What follows belongs to an exercise in optimizing a design on an open flow for small area; a production flow would make more cautious choices. The RTL was checked by simulation tests, not by an equivalence proof against the original design. The clock port is modelled as an ideal driver; clocking choices that lean on that would not hold on a real chip. Power figures rest on the tool's default switching activity, not on a simulated workload.

==> flow/design.v <==
package edge_pkg;
    localparam int FRAME_W      = 16;
    localparam int FRAME_H      = 8;
    localparam int FRAME_PIXELS = FRAME_W * FRAME_H;
    localparam int ADDR_W       = $clog2(FRAME_PIXELS);
    localparam int EDGE_TH = 24;
    typedef struct packed {
        logic [7:0] r;
        logic [7:0] g;
        logic [7:0] b;
    } rgb_t;
    typedef struct packed {
        logic              we;
        logic [ADDR_W-1:0] addr;
        rgb_t              rgb;
    } pixel_wr_t;
    typedef struct packed {
        logic valid;
        logic first;   
        rgb_t rgb;
    } pixel_stream_t;
    typedef struct packed {
        logic valid;
        logic last;    
        logic edge_bit;
    } edge_stream_t;
endpackage
`timescale 1ns/1ns
module edge_top (
    input  logic       clk,
    input  logic       reset,
    input  logic       i_byte_valid,
    input  logic [7:0] i_byte,
    output logic       o_out_valid,
    output logic [7:0] o_out_byte,
    output logic       o_frame_done
);
    logic [1:0] phase;    
    logic [6:0] pix;      
    logic [9:0] acc;      
    logic [7:0] prev;     
    wire ph_b = phase[1];
    wire ph_g = phase[0];
    wire bw   = i_byte_valid && ph_b;            
    function automatic logic [10:0] radd10(input logic [9:0] a, input logic [9:0] b, input logic ci);
        logic [10:0] r;
        logic c;
        c = ci;
        for (int i = 0; i < 10; i++) begin
            r[i] = a[i] ^ b[i] ^ c;
            c    = (a[i] & b[i]) | (a[i] & c) | (b[i] & c);
        end
        r[10] = c;
        radd10 = r;
    endfunction
    wire        ph_r  = !phase[1] && !phase[0];
    wire        take  = i_byte_valid;
    wire [9:0]  add_a = (take && ph_r) ? 10'd0 : acc;
    wire [9:0]  add_b = !take ? 10'd0 : ph_g ? {1'b0, i_byte, 1'b0} : {2'b00, i_byte};
    wire [10:0] sum_f = radd10(add_a, add_b, 1'b0);
    wire [9:0]  sum   = sum_f[9:0];
    wire [7:0] grey = sum[9:2];
    wire [10:0] d_f = radd10({2'b00, grey}, {2'b11, ~prev}, 1'b1);
    wire [8:0]  d   = d_f[8:0];
    wire       e    = d[8] ? (d[7:0] < 8'd232) : (d[7:0] > 8'd24);
    always_ff @(posedge clk) begin
        if (reset) begin
            phase <= 2'd0;
            pix   <= '0;
        end else if (i_byte_valid) begin
            phase <= ph_b ? 2'd0 : phase + 2'd1;
            if (ph_b)
                pix <= pix + 7'd1;
        end
    end
    always_ff @(posedge clk) begin
        acc <= sum;
        if (bw)
            prev <= grey;
    end
    logic [7:0] rc;
    logic [7:0] out_sr;
    wire        rd     = rc[7];
    wire        active = |rc;
    wire        e0     = bw && (pix == 7'd127);
    always_ff @(posedge clk) begin
        if (reset)
            rc <= '0;
        else if (e0)
            rc <= 8'd124;
        else if (active)
            rc <= rc + 8'd1;
    end
    always_ff @(posedge clk) begin
        if (reset)
            o_out_valid <= 1'b0;
        else
            o_out_valid <= rd && (rc[2:0] == 3'd7);
    end
    assign o_frame_done = o_out_valid && !active;
    assign o_out_byte   = out_sr;
    logic x1, x2;
    logic [4:0] s0a;
    logic [7:0] s0b;
    wire wv = bw && (pix[3:0] != 4'd0);
    wire rv = rd && (rc[3:0] != 4'd0);
    always_ff @(posedge clk) begin
        if (bw && pix == 7'd1)
            x1 <= e;
        if (bw && pix == 7'd2)
            x2 <= e;
    end
    wire w0a = bw && (pix[6:3] == 4'd0) && (pix[2] || (pix[1] && pix[0]));
    wire r0a = rd && (rc[6:3] == 4'd0) && (rc[2] || (rc[1] && rc[0]));
    wire w0b = bw && (pix[6:3] == 4'd1);
    wire r0b = rd && (rc[6:3] == 4'd1);
    always_ff @(posedge clk) begin
        if (w0a || r0a)
            s0a <= {e, s0a[4:1]};
        if (w0b || r0b)
            s0b <= {e, s0b[7:1]};
    end
    logic [7:0] lsb;
    assign lsb[0] = rc[3] ? s0b[0] :
                    (rc[2:0] == 3'd1) ? x1 : (rc[2:0] == 3'd2) ? x2 : s0a[0];
    genvar k;
    generate
        for (k = 1; k < 8; k++) begin : g_row
            logic [14:0] s;
            wire wk = wv && (pix[6:4] == k);
            wire rk = rv && (rc[6:4] == k);
            always_ff @(posedge clk) begin
                if (wk || rk)
                    s <= {e, s[14:1]};
            end
            assign lsb[k] = s[0];
        end
    endgenerate
    wire ser = (rc[3:0] != 4'd0) && lsb[rc[6:4]];
    always_ff @(posedge clk)
        out_sr <= {ser, out_sr[7:1]};
endmodule
Settings: LEC_CHECK=0, CAP_MARGIN=0, CORE_MARGIN=2, CORE_UTILIZATION=40, SLEW_MARGIN=0; clock period 10.0 ns.
standard.sh (not shown) runs the stock make flow with config.mk's settings and CLKGATE_MAP_FILE= SYNTH_SCRIPT=/design/flow/synth_recipe.tcl, a recipe that flattens the netlist after the stock synthesis.
==> flow/flow/run.sh <==
#!/bin/bash
# The standard ORFS layout (standard.sh) with these changes:
#  - port buffers use the smallest buffer (buf_1);
#  - CTS builds its tree from clkbuf_4 (root clkbuf_8) and adds no dummy loads;
#  - after CTS, fixclk.tcl upsizes any clock buffer whose flip-flop clock pins
#    would see a slew over LIMIT_PS (placement parasitics), then legalises.
# Each tool's output goes to a log file of its own in this folder.
set -euo pipefail
ARGS=(
  "GPL_KEEP_OVERFLOW=0"
  "BUFFER_PORTS_ARGS=-buffer_cell sky130_fd_sc_hd__buf_1"
  "CTS_ARGS=-sink_clustering_enable -repair_clock_nets -dont_use_dummy_load -root_buf sky130_fd_sc_hd__clkbuf_8 -buf_list sky130_fd_sc_hd__clkbuf_4"
)
bash standard.sh "${ARGS[@]}" cts > make_cts.log 2>&1
R=orfs/results/sky130hd/edge_top/base
PLATFORM_DIR="$FLOW_HOME/platforms/sky130hd" ODB="$R/4_1_cts.odb" SDC="$R/4_cts.sdc" \
  LIMIT_PS=122 DRYRUN=0 openroad -no_init -exit flow/fixclk.tcl > fixclk.log 2>&1
bash standard.sh "${ARGS[@]}" finish > make_finish.log 2>&1
Other scripts of this flow, unchanged in this note and not shown: flow/flow/fixclk.tcl
The starting point ran to the end with no violations.
Rerun with:
--- a/flow/flow/run.sh
+++ b/flow/flow/run.sh
@@ -10 +9,0 @@
-  "GPL_KEEP_OVERFLOW=0"
CAP_MARGIN = 20   (was 0)
CORE_UTILIZATION = 65   (was 40)
PLACE_DENSITY = 0.75   (was unset)
SLEW_MARGIN = 20   (was 0)
The changed run finished clean; via count climbs by 0.93%; power climbs by about 0.7%; hold slack loses 0.0059 ns; design area drops by 1.1%; die area drops by about 37%.
Rerun with:
--- a/flow/flow/run.sh
+++ b/flow/flow/run.sh
@@ -9,0 +10 @@
+  "GPL_KEEP_OVERFLOW=0"
CORE_UTILIZATION = 40   (was 65)
PLACE_DENSITY = unset   (was 0.75)
What happened: Sequential power stays flat; worst hold slack is better by 0.0083 ns; wire length came out higher by 6.1%; cell area came out higher by 1.8%; maximum frequency came out higher by 1.7%; setup slack is better by 0.13 ns; combinational power hardly moves; synthesized cell count stays the same; via count came out lower by 0.82%.
Rerun with:
--- a/flow/flow/run.sh
+++ b/flow/flow/run.sh
@@ -10 +9,0 @@
-  "GPL_KEEP_OVERFLOW=0"
CAP_MARGIN = 0   (was 20)
SLEW_MARGIN = 0   (was 20)
Sequential share of layout area is higher by 0.38 points.
Non-clock buffer count is higher by 3.
Synthesized area stays the same.
Rerun with:
--- a/flow/flow/run.sh
+++ b/flow/flow/run.sh
@@ -2,0 +3,3 @@
+#  - synthesis is the standard flow's (synth_recipe.tcl, the same passes and register
+#    mapping), but abc maps the logic with an area-oriented script
+#    (flow/abc_area.script) through flow/synth.tcl;
@@ -8,0 +12 @@
+export MY_ABC_SCRIPT="$PWD/flow/abc_area.script"
@@ -9,0 +14 @@
+  "SYNTH_SCRIPT=$PWD/flow/synth.tcl"
==> flow/flow/abc_area.script (new file) <==
&get -n
&st
&syn2
&dch
&nf -a -R 1000
&put
topo
dnsize -c
==> flow/flow/synth.tcl (new file) <==
proc synth {args} { yosys synth -nofsm -noshare {*}$args }
proc abc {args} {
  set i [lsearch -exact $args -script]
  if {$i >= 0 && [info exists ::env(MY_ABC_SCRIPT)]} { lset args [expr {$i+1}] $::env(MY_ABC_SCRIPT) }
  yosys abc {*}$args
}
source $::env(SCRIPTS_DIR)/synth.tcl
# left out here: clear keep_hierarchy, flatten, clean up, hide names made inside functions, write 1_2_yosys.v
CAP_MARGIN = 20   (was 0)
SLEW_MARGIN = 20   (was 0)
The new run finished with timing, DRC and antenna clean.
Maximum frequency came out lower by 2.3%.
Worst hold slack hardly moves.
Critical path depth is unchanged.
Final area came out lower by 1.9%.
Clock skew barely changes.
Wire length came out lower by 0.88%.
Setup slack gets worse by 0.19 ns.
Total power came out higher by 1.1%.
Final cell count came out lower by 2.0%.
Area after synthesis came out lower by 2.8%.

* * *

RTL: the design.v shown in full above, as it stands there.
export LEC_CHECK = 0
export CAP_MARGIN = 20
export CORE_MARGIN = 2
export CORE_UTILIZATION = 40
export SLEW_MARGIN = 20
create_clock -name core_clock -period 10.0 [get_ports {clk}]
==> flow/flow/run.sh <==
#!/bin/bash
# The standard ORFS layout (standard.sh) with these changes:
#  - port buffers use the smallest buffer (buf_1);
#  - CTS builds its tree from clkbuf_4 (root clkbuf_8) and adds no dummy loads;
#  - after CTS, fixclk.tcl upsizes any clock buffer whose flip-flop clock pins
#    would see a slew over LIMIT_PS (placement parasitics), then legalises.
# Each tool's output goes to a log file of its own in this folder.
set -euo pipefail
ARGS=(
  "BUFFER_PORTS_ARGS=-buffer_cell sky130_fd_sc_hd__buf_1"
  "CTS_ARGS=-sink_clustering_enable -repair_clock_nets -dont_use_dummy_load -root_buf sky130_fd_sc_hd__clkbuf_8 -buf_list sky130_fd_sc_hd__clkbuf_4"
)
bash standard.sh "${ARGS[@]}" cts > make_cts.log 2>&1
R=orfs/results/sky130hd/edge_top/base
PLATFORM_DIR="$FLOW_HOME/platforms/sky130hd" ODB="$R/4_1_cts.odb" SDC="$R/4_cts.sdc" \
  LIMIT_PS=115 DRYRUN=0 openroad -no_init -exit flow/fixclk.tcl > fixclk.log 2>&1
bash standard.sh "${ARGS[@]}" finish > make_finish.log 2>&1
==> flow/flow/fixclk.tcl <==
# Upsize clock buffers whose flip-flop sinks would see a slow clock slew.
# Usage: openroad fixclk.tcl with env ODB (in/out), LIMIT_PS, DRYRUN
set P $::env(PLATFORM_DIR)
read_lef $P/lef/sky130_fd_sc_hd.tlef
read_lef $P/lef/sky130_fd_sc_hd_merged.lef
read_liberty $P/lib/sky130_fd_sc_hd__tt_025C_1v80.lib
read_db $::env(ODB)
read_sdc $::env(SDC)
source $P/setRC.tcl
set_propagated_clock [all_clocks]
set limit [expr {$::env(LIMIT_PS) * 1e-12}]
set next {sky130_fd_sc_hd__clkbuf_1 sky130_fd_sc_hd__clkbuf_2 sky130_fd_sc_hd__clkbuf_2 sky130_fd_sc_hd__clkbuf_4 sky130_fd_sc_hd__clkbuf_4 sky130_fd_sc_hd__clkbuf_8 sky130_fd_sc_hd__clkbuf_8 sky130_fd_sc_hd__clkbuf_16}
proc worst_sink_slew {buf} {
  set w 0
  set o [get_pins -of_objects $buf -filter "direction==output"]
  foreach p [get_pins -of_objects [get_nets -of_objects $o] -filter "direction==input"] {
    foreach edge {rise fall} { foreach mm {max min} {
      set s [sta::time_ui_sta [get_property $p slew_${mm}_$edge]]
      if {$s > $w} {set w $s}
    }}
  }
  return $w
}
for {set iter 0} {$iter < 4} {incr iter} {
  estimate_parasitics -placement
  set changed 0
  foreach b [get_cells -filter "ref_name=~sky130_fd_sc_hd__clkbuf_*"] {
    set w [worst_sink_slew $b]
    set ref [get_property $b ref_name]
    puts [format "iter %d %s %s sink_slew=%.1f ps" $iter [get_full_name $b] $ref [expr {$w*1e12}]]
    if {$w > $limit && [dict exists $next $ref] && !$::env(DRYRUN)} {
      replace_cell [get_full_name $b] [dict get $next $ref]
      puts "  -> [dict get $next $ref]"
      incr changed
    }
  }
  if {!$changed} break
}
if {!$::env(DRYRUN)} {
  detailed_placement
  check_placement
  write_db $::env(ODB)
}
Change:
--- a/flow/flow/run.sh
+++ b/flow/flow/run.sh
@@ -14,4 +14,4 @@
 R=orfs/results/sky130hd/edge_top/base
 PLATFORM_DIR="$FLOW_HOME/platforms/sky130hd" ODB="$R/4_1_cts.odb" SDC="$R/4_cts.sdc" \
-  LIMIT_PS=115 DRYRUN=0 openroad -no_init -exit flow/fixclk.tcl > fixclk.log 2>&1
+  LIMIT_PS=122 DRYRUN=0 openroad -no_init -exit flow/fixclk.tcl > fixclk.log 2>&1
 bash standard.sh "${ARGS[@]}" finish > make_finish.log 2>&1
--- a/flow/flow/fixclk.tcl
+++ b/flow/flow/fixclk.tcl
@@ -1,3 +1,4 @@
-# Upsize clock buffers whose flip-flop sinks would see a slow clock slew.
+# Upsize clock buffers whose flip-flop clock pins would see a slow slew.
+# Only buffers that drive flip-flop clock pins are considered.
 # Usage: openroad fixclk.tcl with env ODB (in/out), LIMIT_PS, DRYRUN
 set P $::env(PLATFORM_DIR)
@@ -14,5 +15,6 @@
   set w 0
   set o [get_pins -of_objects $buf -filter "direction==output"]
-  foreach p [get_pins -of_objects [get_nets -of_objects $o] -filter "direction==input"] {
+  set ffpins [get_pins -of_objects [get_nets -of_objects $o] -filter "direction==input&&is_clock"]
+  foreach p $ffpins {
     foreach edge {rise fall} { foreach mm {max min} {
       set s [sta::time_ui_sta [get_property $p slew_${mm}_$edge]]
Outcome: The changed run ran to the end with no violations; power shrinks by 1.2%; flip-flop and latch count stays the same; wire length goes down by 0.34%; sequential share of layout area rises by 0.19 points; global-route usage barely changes; clock-buffer cell count does not change; final cell count is unchanged; die area does not change.

* * *

Another version of the RTL of edge_top (not shown whole).
Size: roughly 330 cells after synthesis, ~21 I/O pins.
==> flow/design.v (excerpt) <==
module edge_top (
    input  logic       clk,
    input  logic       reset,
    input  logic       i_byte_valid,
    input  logic [7:0] i_byte,
    output logic       o_out_valid,
    output logic [7:0] o_out_byte,
    output logic       o_frame_done
);
export LEC_CHECK = 0
export CAP_MARGIN = 0
export CORE_MARGIN = 2
export CORE_UTILIZATION = 40
export SLEW_MARGIN = 0
create_clock -name core_clock -period 10.0 [get_ports {clk}]
==> flow/flow/run.sh <==
#!/bin/bash
# The standard ORFS layout (standard.sh) with these changes:
#  - synthesis is the standard flow's (synth_recipe.tcl, the same passes and register
#    mapping), but through flow/synth.tcl only full adders are extracted as
#    cells and abc maps the logic with an area-oriented script
#    (flow/abc_area.script);
#  - port buffers use the smallest buffer (buf_1);
#  - CTS builds its tree from clkbuf_4 (root included) and adds no dummy loads;
#  - after CTS, fixclk.tcl upsizes any clock buffer whose flip-flop clock pins
#    would see a slew over LIMIT_PS (placement parasitics), then legalises.
# Each tool's output goes to a log file of its own in this folder.
set -euo pipefail
export MY_ABC_SCRIPT="$PWD/flow/abc_area.script"
ARGS=(
  "SYNTH_SCRIPT=$PWD/flow/synth.tcl"
  "GPL_KEEP_OVERFLOW=0"
  "BUFFER_PORTS_ARGS=-buffer_cell sky130_fd_sc_hd__buf_1"
  "CTS_ARGS=-sink_clustering_enable -repair_clock_nets -dont_use_dummy_load -root_buf sky130_fd_sc_hd__clkbuf_4 -buf_list sky130_fd_sc_hd__clkbuf_4"
)
bash standard.sh "${ARGS[@]}" cts > make_cts.log 2>&1
R=orfs/results/sky130hd/edge_top/base
PLATFORM_DIR="$FLOW_HOME/platforms/sky130hd" ODB="$R/4_1_cts.odb" SDC="$R/4_cts.sdc" \
  LIMIT_PS=122 DRYRUN=0 openroad -no_init -exit flow/fixclk.tcl > fixclk.log 2>&1
bash standard.sh "${ARGS[@]}" finish > make_finish.log 2>&1
==> flow/flow/synth.tcl <==
# synth_recipe.tcl (the standard synthesis) with two changes: extract_fa
# extracts full adders only, and every abc call uses the script named by
# MY_ABC_SCRIPT instead of ORFS's. Registers are mapped before abc runs, so
# they keep the standard synthesis's names and cells.
proc synth {args} { yosys synth -nofsm -noshare {*}$args }
proc abc {args} {
  set i [lsearch -exact $args -script]
  if {$i >= 0 && [info exists ::env(MY_ABC_SCRIPT)]} { lset args [expr {$i+1}] $::env(MY_ABC_SCRIPT) }
  yosys abc {*}$args
}
# Full adders only: half adders are left to abc, which maps them smaller.
proc extract_fa {args} { yosys extract_fa -fa {*}$args }
source $::env(SCRIPTS_DIR)/synth.tcl
# left out here: clear keep_hierarchy, flatten, clean up, hide names made inside functions, write 1_2_yosys.v
Other scripts of this flow, unchanged in this note and not shown: flow/flow/abc_area.script, flow/flow/fixclk.tcl
The starting point ran to the end with no violations.
==> next run, changes <==
--- a/flow/flow/run.sh
+++ b/flow/flow/run.sh
@@ -8 +8 @@
-#  - CTS builds its tree from clkbuf_4 (root included) and adds no dummy loads;
+#  - CTS builds its tree from clkbuf_4 (root clkbuf_8) and adds no dummy loads;
@@ -18 +18 @@
-  "CTS_ARGS=-sink_clustering_enable -repair_clock_nets -dont_use_dummy_load -root_buf sky130_fd_sc_hd__clkbuf_4 -buf_list sky130_fd_sc_hd__clkbuf_4"
+  "CTS_ARGS=-sink_clustering_enable -repair_clock_nets -dont_use_dummy_load -root_buf sky130_fd_sc_hd__clkbuf_8 -buf_list sky130_fd_sc_hd__clkbuf_8 -sink_clustering_size 20 -sink_clustering_max_diameter 80"
Result:
- The changed run ran to the end with no violations
- area after synthesis stays the same
- sequential cell count is unchanged
- design area rose slightly
- first-iteration DRC count does not change
- fmax fell slightly
- global-route usage barely changes
- die area does not change
- via count fell slightly
==> next run, changes <==
--- a/flow/flow/run.sh
+++ b/flow/flow/run.sh
@@ -4,3 +4,2 @@
-#    mapping), but through flow/synth.tcl only full adders are extracted as
-#    cells and abc maps the logic with an area-oriented script
-#    (flow/abc_area.script);
+#    mapping), but abc maps the logic with an area-oriented script
+#    (flow/abc_area.script) through flow/synth.tcl;
@@ -16 +14,0 @@
-  "GPL_KEEP_OVERFLOW=0"
@@ -18 +16 @@
-  "CTS_ARGS=-sink_clustering_enable -repair_clock_nets -dont_use_dummy_load -root_buf sky130_fd_sc_hd__clkbuf_8 -buf_list sky130_fd_sc_hd__clkbuf_8 -sink_clustering_size 20 -sink_clustering_max_diameter 80"
+  "CTS_ARGS=-sink_clustering_enable -repair_clock_nets -dont_use_dummy_load -root_buf sky130_fd_sc_hd__clkbuf_8 -buf_list sky130_fd_sc_hd__clkbuf_4"
==> flow/flow/synth.tcl (replaced) <==
proc synth {args} { yosys synth -nofsm -noshare {*}$args }
proc abc {args} {
  set i [lsearch -exact $args -script]
  if {$i >= 0 && [info exists ::env(MY_ABC_SCRIPT)]} { lset args [expr {$i+1}] $::env(MY_ABC_SCRIPT) }
  yosys abc {*}$args
}
source $::env(SCRIPTS_DIR)/synth.tcl
# left out here: clear keep_hierarchy, flatten, clean up, hide names made inside functions, write 1_2_yosys.v
--- a/flow/config.mk
+++ b/flow/config.mk
@@ -8 +8 @@
-export CAP_MARGIN = 0
+export CAP_MARGIN = 20
@@ -11 +11 @@
-export SLEW_MARGIN = 0
+export SLEW_MARGIN = 20
Result: The new run went through all stages and came out clean; register-to-register slack gets worse by 220 ps; via count rose by about 4.3%; core utilization falls by 0.95 points; setup slack is worse by 180 ps; cell area came out higher by about 2%.

==> re-timing with driven ports <==
In the flow no input, the clock included, has a driving cell. The finished layouts below were timed again as built, in two steps.
Step 1, drivers: a clkbuf_16 drives clk and a buf_2 each remaining input, both assumed.
Step 2, shift: input delay + t, output delay - t, t = (earliest + latest rising clock arrival at the registers) / 2. This alone moves slack from input paths to output paths.
Three values: ideal, step 1, step 2; two values: the first two.
run	t, ns	setup slack, ns	worst setup path after step 2	worst register clock-pin slew, ns
the first run of note 1	0.440	2.079 / 2.092 / 1.652	input to register	0.12 / 0.12
the second run of note 1	0.422	1.939 / 1.949 / 1.527	input to register	0.12 / 0.12
the third run of note 1	0.432	2.073 / 2.088 / 1.656	input to register	0.12 / 0.12
the fourth run of note 1	0.434	2.012 / 2.026 / 1.592	input to register	0.11 / 0.11
the fifth run of note 1	0.432	1.823 / 1.839 / 1.407	input to register	0.11 / 0.11
the first run of note 2	0.388	1.962 / 1.981 / 1.593	input to register	0.11 / 0.11
the second run of note 2	0.434	2.012 / 2.026 / 1.592	input to register	0.11 / 0.11
the first run of note 3	0.545	2.503 / 2.515 / 1.970	input to register	0.12 / 0.12
the second run of note 3	0.462	2.418 / 2.434 / 1.972	input to register	0.08 / 0.08
the third run of note 3	0.443	2.234 / 2.245 / 1.802	input to register	0.11 / 0.11
After both steps every run listed still meets setup and hold. The setup slack of the first run of note 3, which loses most, moves by +0.012 ns with the drivers and by -0.533 ns with both steps.
